This design comes from an exercise in tuning for small area and a short achievable clock period on the open sky130 flow, not from production work.
Function was checked by simulation only, so behaviour that the tests miss may differ from the original.
No driver is modelled on the clock port, so clocking that relies on it looks cheaper here than on a real chip.
Power and IR drop assume default switching activity.

Setup of the reference run:
==> module regfile, before the edit <==
module regfile (
    input  logic        clk,
    input  logic        rst_n,
    input  logic        we,
    input  logic [4:0]  wa,
    input  logic [31:0] wd,
    input  logic [4:0]  ra1,
    input  logic [4:0]  ra2,
    input  logic [4:0]  ra3,
    output logic [31:0] rd1,
    output logic [31:0] rd2,
    output logic [31:0] rd3
);
    logic [31:0] rf_q [1:31];
    logic [31:1] rv_q;
    always_ff @(posedge clk) begin
        for (int k = 1; k < 32; k++)
            if (we && wa == 5'(k)) rf_q[k] <= wd;
    end
    always_ff @(posedge clk or negedge rst_n) begin
        if (!rst_n) rv_q <= '0;
        else for (int k = 1; k < 32; k++)
            if (we && wa == 5'(k)) rv_q[k] <= 1'b1;
    end
    logic [31:1] s1, s2;
    logic [31:1] s3 [4];
    sel_dec u_dec1 (.a(ra1), .v(rv_q), .s(s1));
    sel_dec u_dec2 (.a(ra2), .v(rv_q), .s(s2));
    for (genvar i = 0; i < 4; i++) begin : g_dec3
        sel_dec u_dec3 (.a(ra3), .v(rv_q), .s(s3[i]));
    end
    for (genvar b = 0; b < 32; b++) begin : g_bit
        logic [30:0] col;
        for (genvar k = 1; k < 32; k++) begin : g_col
            assign col[k-1] = rf_q[k][b];
        end
        ao_mux31 u_rd1 (.s(s1), .d(col), .y(rd1[b]));
        ao_mux31 u_rd2 (.s(s2), .d(col), .y(rd2[b]));
        ao_mux31 u_rd3 (.s(s3[b/8]), .d(col), .y(rd3[b]));
    end
endmodule
clock: 10.0 ns
lec_check: 0
cap_margin: 20
core_margin: 2
core_utilization: 50
cts_cluster_diameter: 100
cts_cluster_size: 20
setup_slack_margin: 4.5
slew_margin: 20
synth_hierarchical: 1
standard.sh (not shown) runs the stock make flow with config.mk's settings and CLKGATE_MAP_FILE= SYNTH_SCRIPT=/design/flow/synth_recipe.tcl, a recipe that flattens the netlist after the stock synthesis.
==> flow/flow/run.sh <==
#!/bin/bash
# The standard layout (standard.sh), with two changes:
#  - the input and output ports are buffered by buf_4 cells instead of the
#    buffer the flow picks by default (a delay cell);
#  - after CTS, flow/eco_cts.tcl upsizes cells along the worst setup paths
#    (same cells, larger drive strengths) and legalizes the placement.
# make's own output goes to standard.log; each ORFS step writes its log
# under orfs/logs/.
set -euo pipefail
here=$(pwd)
bash standard.sh "BUFFER_PORTS_ARGS=-buffer_cell sky130_fd_sc_hd__buf_4" \
    "POST_CTS_TCL=$here/flow/eco_cts.tcl" finish > standard.log 2>&1
Other scripts of this flow, unchanged in this note and not shown: flow/flow/eco_cts.tcl, flow/flow/eco_size.tcl
Here is what was changed in the inputs of the trial run compared with the reference run.
diff --git a/flow/design.v b/flow/design.v
--- a/flow/design.v
+++ b/flow/design.v
@@ -122,10 +122,10 @@
         logic [30:0] col;
         for (genvar k = 1; k < 32; k++) begin : g_col
             assign col[k-1] = rf_q[k][b];
         end
-        ao_mux31 u_rd1 (.s(s1), .d(col), .y(rd1[b]));
-        ao_mux31 u_rd2 (.s(s2), .d(col), .y(rd2[b]));
+        ao_mux31s u_rd1 (.s(s1), .d(col), .y(rd1[b]));
+        ao_mux31s u_rd2 (.s(s2), .d(col), .y(rd2[b]));
         ao_mux31 u_rd3 (.s(s3[b/8]), .d(col), .y(rd3[b]));
     end
 endmodule
 module sel_dec (
@@ -166,8 +166,27 @@
     output logic       yn
 );
     assign yn = ~|(s & d);
 endmodule
+module ao_mux31s (
+    input  logic [30:0] s,
+    input  logic [30:0] d,
+    output logic        y
+);
+    logic [10:0] gn;
+    for (genvar i = 0; i < 10; i++) begin : g_grp
+        ao3n u_g (.s(s[3*i+2:3*i]), .d(d[3*i+2:3*i]), .yn(gn[i]));
+    end
+    assign gn[10] = ~(s[30] & d[30]);
+    assign y = ~&gn;
+endmodule
+module ao3n (
+    input  logic [2:0] s,
+    input  logic [2:0] d,
+    output logic       yn
+);
+    assign yn = ~|(s & d);
+endmodule
 module alu (
     input  logic [31:0] a,
     input  logic [31:0] b,
     input  logic        sub,
Notes after the runs:
From the reference run to the trial run the numbers moved as follows: fmax up 1.8 MHz, final cell count went down, number of nets still failing antenna checks after routing closely matched the old numbers.
The run with more routed wire is the trial run, not the reference run.
Timing, DRC, antenna: 0 failures across the trial run and the reference run
Diff the reference run -> the trial run: growth of design area from synthesis to finish increased 0.21 points, switching part of the total power decreased 0.64 points, placed standard-cell area has decreased.
Combined area of all synthesized cells ended up about 2.6% lower on the trial run than on the reference run.
The trial run: setup clock skew after layout is 23 ps lower than what the reference run reported.
Of the two values seen for critical path startpoint, dbg_addr_i[2] was produced by the trial run and dbg_addr_i[0] by the reference run.

* * *

Setup of before:
exec_stage with an RTL version that a note above also has.
Size in the first run: about 5000 cells after synthesis, roughly 63000 um2 of cells after synthesis.
==> module regfile, before the edit <==
module regfile (
    input  logic        clk,
    input  logic        rst_n,
    input  logic        we,
    input  logic [4:0]  wa,
    input  logic [31:0] wd,
    input  logic [4:0]  ra1,
    input  logic [4:0]  ra2,
    input  logic [4:0]  ra3,
    output logic [31:0] rd1,
    output logic [31:0] rd2,
    output logic [31:0] rd3
);
    logic [31:0] rf_q [1:31];
    logic [31:1] rv_q;
    always_ff @(posedge clk) begin
        for (int k = 1; k < 32; k++)
            if (we && wa == 5'(k)) rf_q[k] <= wd;
    end
    always_ff @(posedge clk or negedge rst_n) begin
        if (!rst_n) rv_q <= '0;
        else for (int k = 1; k < 32; k++)
            if (we && wa == 5'(k)) rv_q[k] <= 1'b1;
    end
    logic [31:1] s1, s2;
    logic [31:1] s3 [4];
    sel_dec u_dec1 (.a(ra1), .v(rv_q), .s(s1));
    sel_dec u_dec2 (.a(ra2), .v(rv_q), .s(s2));
    for (genvar i = 0; i < 4; i++) begin : g_dec3
        sel_dec u_dec3 (.a(ra3), .v(rv_q), .s(s3[i]));
    end
    for (genvar b = 0; b < 32; b++) begin : g_bit
        logic [30:0] col;
        for (genvar k = 1; k < 32; k++) begin : g_col
            assign col[k-1] = rf_q[k][b];
        end
        ao_mux31s u_rd1 (.s(s1), .d(col), .y(rd1[b]));
        ao_mux31s u_rd2 (.s(s2), .d(col), .y(rd2[b]));
        ao_mux31 u_rd3 (.s(s3[b/8]), .d(col), .y(rd3[b]));
    end
endmodule
==> module ao_mux31s, before the edit <==
module ao_mux31s (
    input  logic [30:0] s,
    input  logic [30:0] d,
    output logic        y
);
    logic [10:0] gn;
    for (genvar i = 0; i < 10; i++) begin : g_grp
        ao3n u_g (.s(s[3*i+2:3*i]), .d(d[3*i+2:3*i]), .yn(gn[i]));
    end
    assign gn[10] = ~(s[30] & d[30]);
    assign y = ~&gn;
endmodule
==> module ao3n, before the edit <==
module ao3n (
    input  logic [2:0] s,
    input  logic [2:0] d,
    output logic       yn
);
    assign yn = ~|(s & d);
endmodule
export LEC_CHECK = 0
export CAP_MARGIN = 20
export CORE_MARGIN = 2
export CORE_UTILIZATION = 50
export CTS_CLUSTER_DIAMETER = 100
export CTS_CLUSTER_SIZE = 20
export SETUP_SLACK_MARGIN = 4.8
export SLEW_MARGIN = 20
export SYNTH_HIERARCHICAL = 1
export TNS_END_PERCENT = 5
create_clock -name core_clock -period 10.0 [get_ports {clk}]
Scripts as last shown in full above: flow/flow/run.sh
Other scripts of this flow, unchanged in this note and not shown: flow/flow/eco_cts.tcl, flow/flow/eco_size.tcl
The inputs of after differ from those of before as listed below.
--- a/flow/design.v
+++ b/flow/design.v
@@ -122,10 +122,10 @@
         logic [30:0] col;
         for (genvar k = 1; k < 32; k++) begin : g_col
             assign col[k-1] = rf_q[k][b];
         end
-        ao_mux31s u_rd1 (.s(s1), .d(col), .y(rd1[b]));
-        ao_mux31s u_rd2 (.s(s2), .d(col), .y(rd2[b]));
+        ao_mux31 u_rd1 (.s(s1), .d(col), .y(rd1[b]));
+        ao_mux31 u_rd2 (.s(s2), .d(col), .y(rd2[b]));
         ao_mux31 u_rd3 (.s(s3[b/8]), .d(col), .y(rd3[b]));
     end
 endmodule
 module sel_dec (
@@ -166,27 +166,8 @@
     output logic       yn
 );
     assign yn = ~|(s & d);
 endmodule
-module ao_mux31s (
-    input  logic [30:0] s,
-    input  logic [30:0] d,
-    output logic        y
-);
-    logic [10:0] gn;
-    for (genvar i = 0; i < 10; i++) begin : g_grp
-        ao3n u_g (.s(s[3*i+2:3*i]), .d(d[3*i+2:3*i]), .yn(gn[i]));
-    end
-    assign gn[10] = ~(s[30] & d[30]);
-    assign y = ~&gn;
-endmodule
-module ao3n (
-    input  logic [2:0] s,
-    input  logic [2:0] d,
-    output logic       yn
-);
-    assign yn = ~|(s & d);
-endmodule
 module alu (
     input  logic [31:0] a,
     input  logic [31:0] b,
     input  logic        sub,
--- outcome ---
- Looking at initial antenna violation count across after and before, the one that comes out lower is before.
- after -> before: worst clock skew flat
- On after: utilization after layout is 0.61 points higher than what before gave.
- Taking before as the reference, in after wire length decreased by about 2.5% relative to the old numbers; number of clock-tree buffers in the layout saw an increase; met3 routing resource usage after global routing moved down; cell count went up 426; layout buffer count excluding clock buffers saw an increase.
- A most frequent standard cell in the layout excluding fill and tap cells of sky130_fd_sc_hd__edfxtp_1 is what before shows, while sky130_fd_sc_hd__a22oi_1 belongs to after.

==> port drivers added, routing unchanged <==
The flow's constraints put no driver on any port. The routed layouts listed below were extracted and timed again, unchanged, in two steps.
Step 1, drivers: a clkbuf_16 drives clk and a buf_2 each remaining input, both assumed.
Step 2 adds t to the input delays and takes it off the output delays; t is the mean of the earliest and latest rising clock arrival at the registers after step 1. Input paths then give back, and output paths get back, about the clock's delay inside the block.
Three values: ideal, step 1, step 2; two values: the first two.
run | t (ns) | slack for setup (ns) | clock arrival spread, ns | slew at the worst register clock pin (ns) | cell pins on the clock port's net
the reference run | 0.801 | 4.216 / 3.870 / 3.870 | 0.058 / 0.058 | 0.10 / 0.10 | 1
the trial run | 0.800 | 4.276 / 3.953 / 3.591 | 0.038 / 0.039 | 0.10 / 0.10 | 1
before | 0.783 | 4.228 / 3.967 / 3.539 | 0.066 / 0.067 | 0.10 / 0.10 | 1
after | 0.799 | 4.235 / 3.956 / 3.956 | 0.059 / 0.059 | 0.10 / 0.10 | 1
After both steps every run listed still meets setup and hold. The setup slack of before, which loses most, moves by -0.261 ns with the drivers and by -0.689 ns with both steps.
